This design comes from an exercise in tuning for small area and a short achievable clock period on the open sky130 flow, not from production work. The RTL was checked by simulation tests, not by an equivalence proof against the original design.

File: run.sh
#!/bin/bash
# synth_recipe.tcl (not shown) runs the flow's synth.tcl, then flattens the netlist and writes it again
# the make line also repeats each setting of config.mk as NAME=value (left out here)
make -C /OpenROAD-flow-scripts/flow DESIGN_CONFIG=/design/flow/config.mk WORK_HOME=/design/flow/orfs CLKGATE_MAP_FILE= SYNTH_SCRIPT=/design/flow/synth_recipe.tcl finish
File: config.mk
export PLATFORM = sky130hd
export DESIGN_NAME = srpt_grant_top
export DESIGN_NICKNAME = srpt_grant_top
export VERILOG_FILES = /design/flow/design.v
export SDC_FILE = /design/flow/constraint.sdc
export NUM_CORES = 4
export LEC_CHECK = 0
export CAP_MARGIN = 20
export CORE_MARGIN = 2
export CORE_UTILIZATION = 30
export PLACE_DENSITY = 0.45
export SLEW_MARGIN = 20
File: constraint.sdc
create_clock -name core_clock -period 9.0 [get_ports {ap_clk}]
set_input_delay 1.8000 -clock core_clock [delete_from_list [all_inputs] [get_ports {ap_clk}]]
set_output_delay 1.8000 -clock core_clock [all_outputs]
set_load 0.01 [all_outputs]
File: design.v
`timescale 1ns/1ps
`default_nettype none
module srpt_swap_cell (
   input  wire logic [40:0] upper_i,
   input  wire logic [40:0] lower_i,
   output logic      [40:0] upper_o,
   output logic      [40:0] lower_o
);
   localparam logic [2:0] prio_update_block = 3'd1;
   localparam logic [2:0] prio_invalidate   = 3'd2;
   localparam logic [2:0] prio_unblock      = 3'd3;
   localparam logic [2:0] prio_empty        = 3'd4;
   localparam logic [2:0] prio_blocked      = 3'd5;
   localparam logic [2:0] prio_active       = 3'd6;
   logic        ranks_below_c;
   logic        same_peer_c;
   logic        same_rpc_c;
   logic [40:0] merged_c;
   assign ranks_below_c = (upper_i[2:0] != lower_i[2:0]) ?
                          (upper_i[2:0] < lower_i[2:0]) :
                          (upper_i[12:3] > lower_i[12:3]);
   assign same_peer_c = (upper_i[40:27] == lower_i[40:27]);
   assign same_rpc_c  = same_peer_c && (upper_i[26:13] == lower_i[26:13]);
   always_comb begin
      merged_c = lower_i;
      if ((upper_i[2:0] == prio_update_block) && same_rpc_c) begin
         merged_c[12:3] = upper_i[12:3];
         merged_c[2:0]  = prio_blocked;
      end else if ((upper_i[2:0] == prio_update_block) && same_peer_c) begin
         merged_c[2:0] = prio_blocked;
      end else if ((upper_i[2:0] == prio_unblock) && same_peer_c) begin
         merged_c[2:0] = prio_active;
      end else if ((upper_i[2:0] == prio_invalidate) && same_rpc_c) begin
         merged_c[2:0] = prio_empty;
      end
   end
   assign upper_o = ranks_below_c ? merged_c : upper_i;
   assign lower_o = ranks_below_c ? upper_i : lower_i;
endmodule
`default_nettype wire
`timescale 1ns/1ps
`default_nettype none
module srpt_queue #(
   parameter int unsigned depth_p = 16
) (
   input  wire logic        ap_clk,
   input  wire logic        ap_rst,
   input  wire logic        push_i,
   input  wire logic [40:0] push_entry_i,
   output logic      [40:0] head_o
);
   localparam logic [40:0] empty_entry = {38'd0, 3'd4};
   logic [40:0] store_q [depth_p];
   logic [40:0] even_c [depth_p+1];
   logic [40:0] odd_c  [depth_p+1];
   logic [40:0] top_lower_c;
   srpt_swap_cell u_top_cell (
      .upper_i (push_entry_i),
      .lower_i (store_q[0]),
      .upper_o (even_c[0]),
      .lower_o (top_lower_c)
   );
   assign even_c[1] = push_i ? top_lower_c : store_q[0];
   for (genvar e = 1; e < depth_p - 1; e += 2) begin : g_even
      srpt_swap_cell u_even_cell (
         .upper_i (store_q[e]),
         .lower_i (store_q[e+1]),
         .upper_o (even_c[e+1]),
         .lower_o (even_c[e+2])
      );
   end
   assign even_c[depth_p] = store_q[depth_p-1];
   assign odd_c[0] = even_c[0];
   for (genvar o = 1; o < depth_p; o += 2) begin : g_odd
      srpt_swap_cell u_odd_cell (
         .upper_i (even_c[o]),
         .lower_i (even_c[o+1]),
         .upper_o (odd_c[o]),
         .lower_o (odd_c[o+1])
      );
   end
   always_ff @(posedge ap_clk) begin
      if (ap_rst) begin
         for (int i = 0; i < depth_p; i++) begin
            store_q[i] <= empty_entry;
         end
      end else begin
         for (int i = 0; i < depth_p; i++) begin
            store_q[i] <= push_i ? odd_c[i] : odd_c[i+1];
         end
      end
   end
   assign head_o = store_q[0];
endmodule
`default_nettype wire
`timescale 1ns/1ps
`default_nettype none
module grant_match (
   input  wire logic [79:0]      hdr_i,
   input  wire logic [4*41-1:0]  slots_i,
   input  wire logic [4*41-1:0]  heads_i,
   output logic                  peer_hit_o,
   output logic      [1:0]       peer_slot_o,
   output logic                  rpc_hit_o,
   output logic      [1:0]       rpc_slot_o,
   output logic                  open_hit_o,
   output logic      [1:0]       open_slot_o
);
   localparam int unsigned num_slots = 4;
   localparam logic [2:0] prio_empty  = 3'd4;
   localparam logic [2:0] prio_active = 3'd6;
   logic [num_slots-1:0] occupied_c;
   logic [num_slots-1:0] peer_eq_c;
   logic [num_slots-1:0] rpc_eq_c;
   logic [num_slots-1:0] open_c;
   function automatic logic [1:0] first_set(input logic [num_slots-1:0] vec);
      logic [1:0] idx;
      idx = '0;
      for (int s = num_slots - 1; s >= 0; s--) begin
         if (vec[s]) begin
            idx = s[1:0];
         end
      end
      first_set = idx;
   endfunction
   always_comb begin
      for (int s = 0; s < num_slots; s++) begin
         occupied_c[s] = (slots_i[s*41 +: 3] != prio_empty);
         peer_eq_c[s]  = occupied_c[s] && (slots_i[s*41+27 +: 14] == hdr_i[79:66]);
         rpc_eq_c[s]   = peer_eq_c[s] && (slots_i[s*41+13 +: 14] == hdr_i[65:52]);
         open_c[s]     = !occupied_c[s] && (heads_i[s*41 +: 3] == prio_active);
      end
   end
   assign peer_hit_o  = |peer_eq_c;
   assign peer_slot_o = first_set(peer_eq_c);
   assign rpc_hit_o   = |rpc_eq_c;
   assign rpc_slot_o  = first_set(rpc_eq_c);
   assign open_hit_o  = |open_c;
   assign open_slot_o = first_set(open_c);
endmodule
`default_nettype wire
`timescale 1ns/1ps
`default_nettype none
module grant_ctrl (
   input  wire logic                ap_clk,
   input  wire logic                ap_rst,
   input  wire logic                hdr_valid_i,
   input  wire logic [79:0]         hdr_i,
   output logic                     hdr_read_o,
   input  wire logic                grant_full_i,
   output logic                     grant_write_o,
   output logic      [40:0]         grant_o,
   input  wire logic [4*41-1:0]     heads_i,
   output logic                     push_o,
   output logic      [4*41-1:0]     push_entries_o
);
   localparam int unsigned num_slots = 4;
   localparam logic [2:0] prio_update       = 3'd0;
   localparam logic [2:0] prio_update_block = 3'd1;
   localparam logic [2:0] prio_invalidate   = 3'd2;
   localparam logic [2:0] prio_unblock      = 3'd3;
   localparam logic [2:0] prio_empty        = 3'd4;
   localparam logic [2:0] prio_blocked      = 3'd5;
   localparam logic [2:0] prio_active       = 3'd6;
   localparam logic [40:0] empty_entry      = {38'd0, 3'd4};
   logic [40:0] slots_q [num_slots];
   logic [4*41-1:0] slots_c;
   logic        peer_hit;
   logic [1:0]  peer_slot;
   logic        rpc_hit;
   logic [1:0]  rpc_slot;
   logic        open_hit;
   logic [1:0]  open_slot;
   logic        need_c;
   logic        first_c;
   logic [9:0]  hdr_grantable_c;
   logic        hdr_first_c;
   logic        hdr_later_c;
   logic        grant_go_c;
   logic [40:0] launch_c;
   always_comb begin
      for (int s = 0; s < num_slots; s++) begin
         slots_c[s*41 +: 41] = slots_q[s];
      end
   end
   grant_match u_grant_match (
      .hdr_i       (hdr_i),
      .slots_i     (slots_c),
      .heads_i     (heads_i),
      .peer_hit_o  (peer_hit),
      .peer_slot_o (peer_slot),
      .rpc_hit_o   (rpc_hit),
      .rpc_slot_o  (rpc_slot),
      .open_hit_o  (open_hit),
      .open_slot_o (open_slot)
   );
   assign hdr_read_o = hdr_valid_i;
   assign need_c          = (hdr_i[51:42] > hdr_i[41:32]);
   assign first_c         = (hdr_i[31:0] == 32'd0);
   assign hdr_grantable_c = hdr_i[51:42] - hdr_i[41:32];
   assign hdr_first_c = hdr_valid_i && first_c && need_c;
   assign hdr_later_c = hdr_valid_i && !first_c && rpc_hit;
   assign grant_go_c  = !hdr_valid_i && !grant_full_i && open_hit;
   assign launch_c = heads_i[open_slot*41 +: 41];
   assign push_o = hdr_first_c || hdr_later_c || grant_go_c;
   always_comb begin
      for (int s = 0; s < num_slots; s++) begin
         if (hdr_valid_i) begin
            push_entries_o[s*41+27 +: 14] = hdr_i[79:66];
            push_entries_o[s*41+13 +: 14] = hdr_i[65:52];
            push_entries_o[s*41+3  +: 10] = hdr_grantable_c;
            if (first_c) begin
               if (peer_hit && (s[1:0] != peer_slot)) begin
                  push_entries_o[s*41 +: 3] = prio_blocked;
               end else begin
                  push_entries_o[s*41 +: 3] = prio_active;
               end
            end else begin
               push_entries_o[s*41 +: 3] = need_c ? prio_unblock : prio_invalidate;
            end
         end else begin
            push_entries_o[s*41+3 +: 38] = launch_c[40:3];
            if (s[1:0] == open_slot) begin
               push_entries_o[s*41 +: 3] = prio_update;
            end else begin
               push_entries_o[s*41 +: 3] = prio_update_block;
            end
         end
      end
   end
   always_ff @(posedge ap_clk) begin
      if (ap_rst) begin
         for (int s = 0; s < num_slots; s++) begin
            slots_q[s] <= empty_entry;
         end
         grant_write_o <= 1'b0;
         grant_o       <= '0;
      end else begin
         grant_write_o <= grant_go_c;
         if (grant_go_c) begin
            grant_o <= launch_c;
         end
         for (int s = 0; s < num_slots; s++) begin
            if (grant_go_c && (open_slot == s[1:0])) begin
               slots_q[s] <= launch_c;
            end
            if (hdr_later_c && (rpc_slot == s[1:0])) begin
               slots_q[s][2:0] <= prio_empty;
            end
         end
      end
   end
endmodule
`default_nettype wire
`timescale 1ns/1ps
`default_nettype none
module srpt_grant_top (
   input  wire logic        ap_clk,
   input  wire logic        ap_rst,
   input  wire logic        hdr_valid_i,
   input  wire logic [79:0] hdr_i,
   output logic             hdr_read_o,
   input  wire logic        grant_full_i,
   output logic             grant_write_o,
   output logic      [40:0] grant_o
);
   localparam int unsigned num_slots   = 4;
   localparam int unsigned queue_depth = 8;
   logic                 push;
   logic [4*41-1:0]      push_entries;
   logic [4*41-1:0]      heads;
   grant_ctrl u_grant_ctrl (
      .ap_clk         (ap_clk),
      .ap_rst         (ap_rst),
      .hdr_valid_i    (hdr_valid_i),
      .hdr_i          (hdr_i),
      .hdr_read_o     (hdr_read_o),
      .grant_full_i   (grant_full_i),
      .grant_write_o  (grant_write_o),
      .grant_o        (grant_o),
      .heads_i        (heads),
      .push_o         (push),
      .push_entries_o (push_entries)
   );
   for (genvar s = 0; s < num_slots; s++) begin : g_queue
      srpt_queue #(
         .depth_p (queue_depth)
      ) u_srpt_queue (
         .ap_clk       (ap_clk),
         .ap_rst       (ap_rst),
         .push_i       (push),
         .push_entry_i (push_entries[s*41 +: 41]),
         .head_o       (heads[s*41 +: 41])
      );
   end
endmodule
`default_nettype wire
==> run notes <==
-- cell usage after synthesis, types with 23 or more instances --
cell	number
o21ai_0	406
or3_1	48
inv_1	575
buf_2	148
o22ai_1	253
nand2_1	1149
o21ai_1	42
o221a_2	39
nor3_1	268
a211o_1	42
nand3_1	178
clkbuf_1	755
o21a_1	162
a211oi_1	598
a221o_1	26
buf_1	87
o311ai_0	23
a22oi_1	28
and2_1	37
mux2_2	316
nand4_1	284
ha_1	426
and3_1	85
a22o_1	25
a311oi_1	25
a21oi_1	981
a221oi_1	36
o31ai_1	24
a31oi_1	147
xor2_1	348
xnor2_1	583
nor2_1	1722
o2111ai_1	103
nor2b_1	83
nand2b_1	64
o32ai_1	23
nor4_1	142
a21boi_0	23
mux2i_1	923
o211ai_1	350
dfxtp_1	1478
a21o_1	64
-- path summary, 6_finish.rpt --
| check | end | slack (ns) | cells past startpoint |
|---|---|---|---|
| max | g_queue[0].u_srpt_queue.store_q[2][16]$_SDFF_PP0_ | 0.69 | 37 |
| max reg2reg | g_queue[0].u_srpt_queue.store_q[2][16]$_SDFF_PP0_ | 0.90 | 31 |
| min reg2reg | u_grant_ctrl.slots_q[0][2]$_SDFFE_PP1P_ | 0.44 | 1 |
| min | u_grant_ctrl.slots_q[0][2]$_SDFFE_PP1P_ | 0.44 | 1 |
-- cell usage in the layout (no fill, tap or decap), types with 31 or more instances in the layout --
cell             Yosys  routed
a221oi_1            36      36
xnor2_1            583     566
a21o_1              64      63
clkbuf_1           755      52
a21oi_1            981     975
or3_1               48      47
a211oi_1           598     598
a211o_1             42      42
and2_1              37      37
and3_1              85      83
o21ai_0            406     401
nor2_1            1722    1712
nand2b_1            64      64
o221a_2             39      39
o22ai_1            253     251
xor2_1             348     348
o2111ai_1          103     103
nand4_1            284     284
o21a_1             162     160
nand3_1            178     172
nand2_1           1149    1140
o211ai_1           350     350
a31oi_1            147     144
inv_1              575     575
clkbuf_8             0      46
nor4_1             142     138
o21ai_1             42      31
buf_4               14     564
dfxtp_1           1478    1478
clkdlybuf4s50_1      0     124
mux2i_1            923     919
buf_12               0      39
nor2b_1             83      83
mux2_2             316     316
nor3_1             268     265
clkbuf_16            0     191
ha_1               426     426
-- layout make-up --
type,count,area share
diodes,3,0.00006254
clock inverters,48,0.005607
inverters,580,0.01816
flip-flops and latches,1478,0.2465
clock buffers,289,0.04671
repair buffers,729,0.05233
multi-input cells,10400,0.5827
well taps,4599,0.04793
-- state kept, by name, summed over array words and instances (netlist names) --
signal,flops
g_queue.u_srpt_queue.store_q,1312
u_grant_ctrl.grant_o,41
u_grant_ctrl.grant_write_o,1
u_grant_ctrl.slots_q,124
-- metrics by stage --
stage	instance area [sq um]	TNS, ns	hold WS, ns	util
2_1_floorplan	105100	0	0.4008	-
3_3_place_gp	113700	-8.832	0.4167	0.3260
3_5_place_dp	113700	-10.33	0.4216	0.3260
4_1_cts	120000	0	0.4372	0.3440
5_1_grt	120000	0	0.4481	0.3441
6_report	120000	0	0.4395	0.3441
-- logic make-up (layout without fill, tap and decap cells) --
| logic type | after synthesis | after routing | share of synthesized area |
|---|---|---|---|
| buf+inv | 1594 | 1646 | 0.05992 |
| xor+xnor | 931 | 931 | 0.07760 |
| fa+ha+maj | 427 | 427 | 0.05091 |
| other cells | 0 | 3 | 0 |
| mux | 1247 | 1247 | 0.1226 |
| compound gates | 3632 | 3632 | 0.2311 |
| simple gates | 4165 | 4165 | 0.1762 |
| flops | 1478 | 1478 | 0.2816 |
-- routing by layer --
metal / part of all wire / track usage / vias to the layer above
li1: - / - / 48530
met1: 0.46 / 0.3015 / 47550
met2: 0.45 / 0.3611 / 2533
met3: 0.057 / 0.03278 / 615
met4: 0.035 / 0.07098 / 10
met5: 0.00014 / 0 / -
-- critical path: cells and delay by family --
family,cells,cell delay [ns]
compound gates,20,3.78
buf+inv,7,1.46
fa+ha+maj,3,0.88
simple gates,7,1.08
==> qor.yml <==
placement:
  gp_congestion: 0.9596
  numPortBuffers: 126
  dpl.cell_count: 17790
  hpwlAfterDp_um: 301500
  place_ws_ns: -0.1769
sta:
  slew-limit-headroom: 0.1445
  finClkSkew_ns: 0.07248
  fin_ws_ns: 0.6867
  max_freq_mhz: 120.3
  worst_pin_slew_ns: 1.283
  hold_viol: 0
  rsz0062_at_grt: "no"
  setup-violations-final: 0
  fin_crit_sh: 0.9237
  min_period_ns: 8.313
  slew_viol_final: 0
yosys:
  synth_seq_cells: 1478
  ys_top_cells_by_area: "dfxtp_1, mux2i_1, nor2_1, ha_1, xnor2_1"
  yosys_warnings: 11
  synth.cell_area_sq_um: 105100
  seq_area_frac_synth: 0.2816
  synth_edf_count: 0
  ys_types: 105
  synthCells: 13470
  synth_ff_type: "dfxtp_1"
  synth_top_area_frac: 0.2816
  async_reset_ff_frac: 0
  syn_nets: 13990
  yosysTopAreaCell: "dfxtp_1"
  avgSynthCellArea_sq_um: 7.799
grt:
  grt_pass1_wl_um: 617400
  globalRouteOverflowTotal: 0
  grt_max_degree: 211
  first_global_vias: 94930
  antenna_found_initial: 23
  grt_usage: 0.2225
drt:
  drt_iter0_drc: 8326
  wirelength_um: 411700
  dr.pass1.iters: 6
  via_per_inst: 5.474
  via_count: 99230
  postRouteAntennaNets: 0
  drc: 0
  wl_per_cell_um: 22.71
final_layout:
  fill_cells: 36930
  nets: 13890
  seq_area_sq_um: 29590
  instances_no_fill: 18130
  drive_gt1_frac: 0.1065
  multiInputGateArea_sq_um: 69950
  area_delta_synth_final_pct: 14.24
worst_setup_path:
  crit_path_top_delay_cell: "clkdlybuf4s50_1"
  critPathLaunch: "hdr_i[33]"
  cp.arrival_ns: 9.04
  path_class: "input pin to register"
  max_stage_delay_ns: 0.45
  cp-end-kind: "register"
  worstPathRequired_ns: 9.73
  crit_top_cell: "o21a_1"
  worstSetupStartpointType: "input pin"
  reg2reg_from: "u_grant_ctrl.slots_q[1][2]$_SDFFE_PP1P_"
  worstPathMaxFanout: 25
clock_network:
  cts_setup_buffers: 0
  clk_pin_slew_ns: 0.06
  cts-hold-fix-buffers: 0
  clock-sinks: 1478
  clk_latency_ns: 0.92
  cts_max_level: 4
  clock-root-buffer: "clkbuf_16"
  cts_tree: "yes"
  cts_buffer_depth: 4
  cts_resized: 0
  cts_made_buffers: 191
hold_path:
  hp-class: "register to register"
  worstHoldStart: "u_grant_ctrl.slots_q[0][2]$_SDFFE_PP1P_"
die:
  std_cell_rows: 217
  initial_core_util: 0.3012
  die_width_um: 595.8
  io_pins: 127
  fp.dieH_um: 595.8
  core_sq_um: 348900
  die-area_sq_um: 355000
outcome:
  status: "timing/DRC/antenna clean"
job:
  maxCapViolCount: 0

separate check: timing with driven ports:
In the flow no input, the clock included, has a driving cell. The finished layout below was timed again as built, in two steps.
Step 1 (the two cells are an assumption about what drives the block):
set clk [get_ports {ap_clk}]
set_driving_cell -lib_cell sky130_fd_sc_hd__clkbuf_16 $clk
set_driving_cell -lib_cell sky130_fd_sc_hd__buf_2 [delete_from_list [all_inputs] $clk]
Step 2 adds t to the input delays and takes it off the output delays; t is the mean of the earliest and latest rising clock arrival at the registers after step 1. Input paths then give back, and output paths get back, about the clock's delay inside the block.
Slacks: ideal / step 1 / step 2; pairs: ideal / step 1.
t (ns): 0.986
setup slack, ns: 0.687 / 0.764 / -0.223
hold WS [ns]: 0.439 / 0.439 / 0.439
Met with ideal ports but missed after step 2: setup timing in this run. For this run, drivers alone change the setup slack by +0.077 ns; drivers and shift together by -0.910 ns.
